This design comes from an exercise in tuning for small area and a short achievable clock period on the open sky130 flow, not from production work. Where RTL was checked, it was by simulation tests only, not by an equivalence proof against the original.

==> module lms_weight_updater, before the edit <==
module lms_weight_updater #(
    parameter int unsigned NUM_TAPS   = lms_pkg::NUM_TAPS,
    parameter int unsigned WEIGHT_W   = lms_pkg::WEIGHT_W,
    parameter int unsigned MU_SHIFT   = lms_pkg::MU_SHIFT,
    parameter int unsigned LEAK_SHIFT = lms_pkg::LEAK_SHIFT
) (
    input  logic                        clk_in,
    input  logic                        rst_n_in,
    input  lms_pkg::sample_t            sample_in,
    input  logic                        sample_ready,
    input  lms_pkg::sample_t            error_in,
    input  logic                        error_ready,
    input  logic                        freeze_in,
    output logic signed [WEIGHT_W-1:0]  weight_out,
    output logic [$clog2(NUM_TAPS)-1:0] weight_idx_out,
    output logic                        weight_valid_out,
    output logic                        busy_out,
    output logic                        done_out,
    output logic                        overrun_out
);
    localparam int unsigned IDX_W = $clog2(NUM_TAPS);
    localparam int unsigned CNT_W = IDX_W + 1;
    localparam int unsigned QW    = 86;
    logic                       upd;         
    logic                       dn;          
    logic                       wz;          
    logic [CNT_W-1:0]           hist_n;      
    logic                       pend_valid;  
    logic                       samp_push;   
    lms_pkg::sample_t           samp_q;
    logic [7:0]                 e_one, e_two, e_neg;    
    logic signed [WEIGHT_W-1:0] ring [0:NUM_TAPS-1];
    logic                       start;
    logic                       last;
    logic                       buf_wr_en;
    lms_pkg::sample_t           buf_wr_data;
    logic                       hist_add;
    logic [IDX_W-1:0]           rd_base;
    logic [IDX_W-1:0]           rd_offset;
    logic                       pre_valid;
    logic                       hist_any;    
    lms_pkg::sample_t           x_idle;
    lms_pkg::sample_t           x_pre;
    lms_pkg::sample_t           x_pre_next;
    lms_pkg::sample_t           rd_data;
    lms_pkg::sample_t           head;
    lms_pkg::sample_t           x_next;
    logic [7:0]                 in_one, in_two, in_neg;   
    logic signed [WEIGHT_W-1:0] w_cur;
    logic signed [WEIGHT_W-1:0] new_weight;
    ref_sample_buffer #(
        .DEPTH (NUM_TAPS)
    ) u_ref_buf (
        .clk_in    (clk_in),
        .wr_data   (buf_wr_data),
        .wr_en     (buf_wr_en),
        .rd_offset (rd_offset),
        .rd_data   (rd_data),
        .head      (head)
    );
    assign start = !busy_out && error_ready && !freeze_in;
    assign last  = (weight_idx_out == IDX_W'(NUM_TAPS - 2));
    assign hist_add    = (!busy_out && sample_ready) || (dn && (sample_ready || pend_valid));
    assign buf_wr_en   = samp_push;
    assign buf_wr_data = samp_q;
    assign rd_base   = upd ? weight_idx_out + IDX_W'(3) : IDX_W'(1);
    assign rd_offset = rd_base - IDX_W'(samp_push);
    assign pre_valid = hist_n > CNT_W'(rd_base);
    always_comb begin
        x_idle = hist_any ? samp_q : '0;
        x_next = (!busy_out && sample_ready) ? sample_in : (upd ? x_pre : x_idle);
        x_pre_next = (!busy_out && sample_ready) ? x_idle : (pre_valid ? rd_data : '0);
    end
    always_comb begin
        for (int i = 0; i < 8; i++) begin
            logic bm, b0, b1;
            bm = (i == 0) ? 1'b0 : error_in[2*i-1];
            b0 = error_in[2*i];
            b1 = error_in[2*i+1];
            in_one[i] = b0 ^ bm;
            in_two[i] = (b1 & !b0 & !bm) | (!b1 & b0 & bm);
            in_neg[i] = b1;
        end
    end
    assign w_cur = wz ? '0 : ring[0];
    logic [QW-1:0] pp_bits;
    logic [QW-1:0] pipe_q;
    lms_tap_pp u_pp (
        .one (busy_out ? e_one : in_one),
        .two (busy_out ? e_two : in_two),
        .neg (busy_out ? e_neg : in_neg),
        .x   (x_next),
        .q   (pp_bits)
    );
    always_ff @(posedge clk_in) begin
        pipe_q <= pp_bits;
    end
    lms_tap_sum u_sum (
        .q     (pipe_q),
        .w     (w_cur),
        .new_w (new_weight)
    );
    assign weight_out = ring[NUM_TAPS-1];
    always_ff @(posedge clk_in) begin
        if (!busy_out) begin
            e_one <= in_one;
            e_two <= in_two;
            e_neg <= in_neg;
        end
        if (sample_ready) begin
            samp_q <= sample_in;
        end
        x_pre <= x_pre_next;
        weight_idx_out <= upd ? weight_idx_out + IDX_W'(1) : IDX_W'(NUM_TAPS - 1);
        if (upd) begin
            for (int unsigned i = 0; i < NUM_TAPS - 1; i++) begin
                ring[i] <= ring[i+1];
            end
            ring[NUM_TAPS-1] <= new_weight;
        end
    end
    always_ff @(posedge clk_in or negedge rst_n_in) begin
        if (!rst_n_in) begin
            upd              <= 1'b0;
            dn               <= 1'b0;
            busy_out         <= 1'b0;
            done_out         <= 1'b0;
            overrun_out      <= 1'b0;
            weight_valid_out <= 1'b0;
            pend_valid       <= 1'b0;
            samp_push        <= 1'b0;
            wz               <= 1'b1;
            hist_n           <= '0;
            hist_any         <= 1'b0;
        end else begin
            upd              <= start || (upd && !last);
            dn               <= upd && last;
            busy_out         <= start || upd;
            done_out         <= dn;
            weight_valid_out <= upd;
            overrun_out      <= (upd || dn) && (error_ready || (sample_ready && pend_valid));
            pend_valid       <= upd && (pend_valid || sample_ready);
            samp_push        <= (!busy_out && sample_ready) || (dn && (sample_ready || pend_valid));
            if (upd && last) begin
                wz <= 1'b0;
            end
            if (hist_add) begin
                hist_any <= 1'b1;
            end
            if (hist_add && !hist_n[CNT_W-1]) begin
                hist_n <= hist_n + CNT_W'(1);
            end
        end
    end
endmodule
==> flow/config.mk <==
export PLATFORM = sky130hd
export DESIGN_NAME = lms_weight_updater
export DESIGN_NICKNAME = lms_weight_updater
export VERILOG_FILES = /design/flow/design.v
export SDC_FILE = /design/flow/constraint.sdc
export NUM_CORES = 4
export LEC_CHECK = 0
export CAP_MARGIN = 20
export CORE_MARGIN = 2
export CORE_UTILIZATION = 40
export CTS_BUF_LIST = sky130_fd_sc_hd__clkbuf_16
export CTS_CLUSTER_DIAMETER = 120
export CTS_CLUSTER_SIZE = 24
export SLEW_MARGIN = 20
==> flow/constraint.sdc <==
create_clock -name core_clock -period 14.0 [get_ports {clk_in}]
set_input_delay 2.8000 -clock core_clock [delete_from_list [all_inputs] [get_ports {clk_in}]]
set_output_delay 2.8000 -clock core_clock [all_outputs]
set_load 0.01 [all_outputs]
standard.sh (not shown) runs the stock make flow with config.mk's settings and CLKGATE_MAP_FILE= SYNTH_SCRIPT=/design/flow/synth_recipe.tcl, a recipe that flattens the netlist after the stock synthesis.
==> flow/flow/run.sh <==
#!/bin/bash
# The standard layout (standard.sh, unchanged synthesis and steps), with
# ORFS's timing repair asked to leave 9.5 ns of setup slack at the design's
# clock period, so that it keeps working on paths well inside the period.
set -euo pipefail
export SETUP_SLACK_MARGIN=9.5
# Port buffers: a plain buffer rather than the cell buffer_ports picks by itself.
export BUFFER_PORTS_ARGS="-buffer_cell sky130_fd_sc_hd__buf_4"
bash standard.sh > flow.log 2>&1
Edit:
--- a/flow/design.v
+++ b/flow/design.v
@@ -60,5 +60,6 @@
     logic                       samp_push;   
     lms_pkg::sample_t           samp_q;
-    logic [7:0]                 e_one, e_two, e_neg;    
+    lms_pkg::sample_t           err_q;       
+    lms_pkg::sample_t           e_cur;       
     logic signed [WEIGHT_W-1:0] ring [0:NUM_TAPS-1];
     logic                       start;
@@ -77,5 +78,5 @@
     lms_pkg::sample_t           head;
     lms_pkg::sample_t           x_next;
-    logic [7:0]                 in_one, in_two, in_neg;   
+    logic [7:0]                 d_one, d_two, d_neg;   
     logic signed [WEIGHT_W-1:0] w_cur;
     logic signed [WEIGHT_W-1:0] new_weight;
@@ -103,13 +104,14 @@
         x_pre_next = (!busy_out && sample_ready) ? x_idle : (pre_valid ? rd_data : '0);
     end
+    assign e_cur = busy_out ? err_q : error_in;
     always_comb begin
         for (int i = 0; i < 8; i++) begin
             logic bm, b0, b1;
-            bm = (i == 0) ? 1'b0 : error_in[2*i-1];
-            b0 = error_in[2*i];
-            b1 = error_in[2*i+1];
-            in_one[i] = b0 ^ bm;
-            in_two[i] = (b1 & !b0 & !bm) | (!b1 & b0 & bm);
-            in_neg[i] = b1;
+            bm = (i == 0) ? 1'b0 : e_cur[2*i-1];
+            b0 = e_cur[2*i];
+            b1 = e_cur[2*i+1];
+            d_one[i] = b0 ^ bm;
+            d_two[i] = (b1 & !b0 & !bm) | (!b1 & b0 & bm);
+            d_neg[i] = b1;
         end
     end
@@ -118,7 +120,7 @@
     logic [QW-1:0] pipe_q;
     lms_tap_pp u_pp (
-        .one (busy_out ? e_one : in_one),
-        .two (busy_out ? e_two : in_two),
-        .neg (busy_out ? e_neg : in_neg),
+        .one (d_one),
+        .two (d_two),
+        .neg (d_neg),
         .x   (x_next),
         .q   (pp_bits)
@@ -135,7 +137,5 @@
     always_ff @(posedge clk_in) begin
         if (!busy_out) begin
-            e_one <= in_one;
-            e_two <= in_two;
-            e_neg <= in_neg;
+            err_q <= error_in;
         end
         if (sample_ready) begin
The new run ran to the end with no violations. Area after synthesis came out lower by 0.86%. Sequential cell count falls by 8. Setup slack got worse by 180 ps. Clock skew hardly moves. Routed wire length came out lower by 2.3%. Via count fell by about 1.2%. Maximum frequency decreases by 3.8%. Final cell count decreases by about 0.46%. Die area went down by about 0.8%. Count of clock-buffer cells in the layout does not change.
Only the layout flow was run in the second run of this note; the RTL was not checked for function there.

Another version of the RTL of lms_weight_updater (not shown whole).
Size: ~3200 cells after synthesis, ~1400 flip-flops, ~70 I/O pins, roughly 54000 µm² of cells after synthesis.
Settings: LEC_CHECK=0, CAP_MARGIN=20, CORE_MARGIN=2, CORE_UTILIZATION=40, CTS_BUF_LIST=sky130_fd_sc_hd__clkbuf_8, CTS_CLUSTER_SIZE=24, SLEW_MARGIN=20; clock period 14.0 ns.
==> flow/flow/run.sh <==
#!/bin/bash
# The standard layout, with timing repair aimed well below the clock period.
set -euo pipefail
export SETUP_SLACK_MARGIN=9.5
export BUFFER_PORTS_ARGS="-buffer_cell sky130_fd_sc_hd__buf_4"
bash standard.sh > flow.log 2>&1
Then changed:
--- a/flow/design.v
+++ b/flow/design.v
@@ -56,13 +56,14 @@
     logic                       dn;          
     logic                       wz;          
     logic [CNT_W-1:0]           hist_n;      
     logic                       pend_valid;  
     logic                       samp_push;   
     lms_pkg::sample_t           samp_q;
-    logic [7:0]                 e_one, e_two, e_neg;    
+    lms_pkg::sample_t           err_q;       
+    lms_pkg::sample_t           e_cur;       
     logic signed [WEIGHT_W-1:0] ring [0:NUM_TAPS-1];
     logic                       start;
     logic                       last;
     logic                       buf_wr_en;
     lms_pkg::sample_t           buf_wr_data;
     logic                       hist_add;
@@ -73,13 +74,13 @@
     lms_pkg::sample_t           x_idle;
     lms_pkg::sample_t           x_pre;
     lms_pkg::sample_t           x_pre_next;
     lms_pkg::sample_t           rd_data;
     lms_pkg::sample_t           head;
     lms_pkg::sample_t           x_next;
-    logic [7:0]                 in_one, in_two, in_neg;   
+    logic [7:0]                 d_one, d_two, d_neg;   
     logic signed [WEIGHT_W-1:0] w_cur;
     logic signed [WEIGHT_W-1:0] new_weight;
     ref_sample_buffer #(
         .DEPTH (NUM_TAPS)
     ) u_ref_buf (
         .clk_in    (clk_in),
@@ -99,30 +100,31 @@
     assign pre_valid = hist_n > CNT_W'(rd_base);
     always_comb begin
         x_idle = hist_any ? samp_q : '0;
         x_next = (!busy_out && sample_ready) ? sample_in : (upd ? x_pre : x_idle);
         x_pre_next = (!busy_out && sample_ready) ? x_idle : (pre_valid ? rd_data : '0);
     end
+    assign e_cur = busy_out ? err_q : error_in;
     always_comb begin
         for (int i = 0; i < 8; i++) begin
             logic bm, b0, b1;
-            bm = (i == 0) ? 1'b0 : error_in[2*i-1];
-            b0 = error_in[2*i];
-            b1 = error_in[2*i+1];
-            in_one[i] = b0 ^ bm;
-            in_two[i] = (b1 & !b0 & !bm) | (!b1 & b0 & bm);
-            in_neg[i] = b1;
+            bm = (i == 0) ? 1'b0 : e_cur[2*i-1];
+            b0 = e_cur[2*i];
+            b1 = e_cur[2*i+1];
+            d_one[i] = b0 ^ bm;
+            d_two[i] = (b1 & !b0 & !bm) | (!b1 & b0 & bm);
+            d_neg[i] = b1;
         end
     end
     assign w_cur = wz ? '0 : ring[0];
     logic [QW-1:0] pp_bits;
     logic [QW-1:0] pipe_q;
     lms_tap_pp u_pp (
-        .one (busy_out ? e_one : in_one),
-        .two (busy_out ? e_two : in_two),
-        .neg (busy_out ? e_neg : in_neg),
+        .one (d_one),
+        .two (d_two),
+        .neg (d_neg),
         .x   (x_next),
         .q   (pp_bits)
     );
     always_ff @(posedge clk_in) begin
         pipe_q <= pp_bits;
     end
@@ -131,15 +133,13 @@
         .w     (w_cur),
         .new_w (new_weight)
     );
     assign weight_out = ring[NUM_TAPS-1];
     always_ff @(posedge clk_in) begin
         if (!busy_out) begin
-            e_one <= in_one;
-            e_two <= in_two;
-            e_neg <= in_neg;
+            err_q <= error_in;
         end
         if (sample_ready) begin
             samp_q <= sample_in;
         end
         x_pre <= x_pre_next;
         weight_idx_out <= upd ? weight_idx_out + IDX_W'(1) : IDX_W'(NUM_TAPS - 1);
What happened: Cell area climbs by 1.7%; setup slack degrades by 0.085 ns; worst hold slack degrades by 0.0089 ns; fmax drops by 1.9%; synthesized area drops by 0.56%; final cell count climbs by 1.5%; routed wire length climbs by 2.6%; clock skew climbs by 0.012 ns; clock-buffer cell count climbs by 10; via count climbs by 0.95%; non-clock buffer count climbs by 68.
Function was not checked in any run of this note: the RTL went through the layout flow alone.

## static timing again, ports no longer ideal
The results above use ideal ports. As a check the final layouts listed here were re-extracted and re-timed, cells and wires unchanged. Step 1 assumes that a clkbuf_16 drives the clock port and a buf_2 every other input. Step 2 adds t to the input delays and takes it off the output delays; t is the mean of the earliest and latest rising clock arrival at the registers after step 1. Input paths then give back, and output paths get back, about the clock's delay inside the block. Slacks: no drivers / after step 1 / after step 2; pairs: no drivers / after step 1.
| run | t, ns | setup slack, ns | worst setup path at the end |
|---|---|---|---|
| the first run of note 1 | 0.750 | 9.508 / 9.423 / 8.673 | input to register |
| the second run of note 1 | 0.760 | 9.330 / 9.370 / 8.610 | input to register |
| the first run of note 2 | 0.950 | 9.545 / 9.564 / 8.614 | input to register |
| the second run of note 2 | 0.988 | 9.460 / 9.474 / 8.503 | input to register |
After both steps every run listed still meets setup and hold. The setup slack of the second run of note 2, which loses most, moves by +0.014 ns with the drivers and by -0.957 ns with both steps.
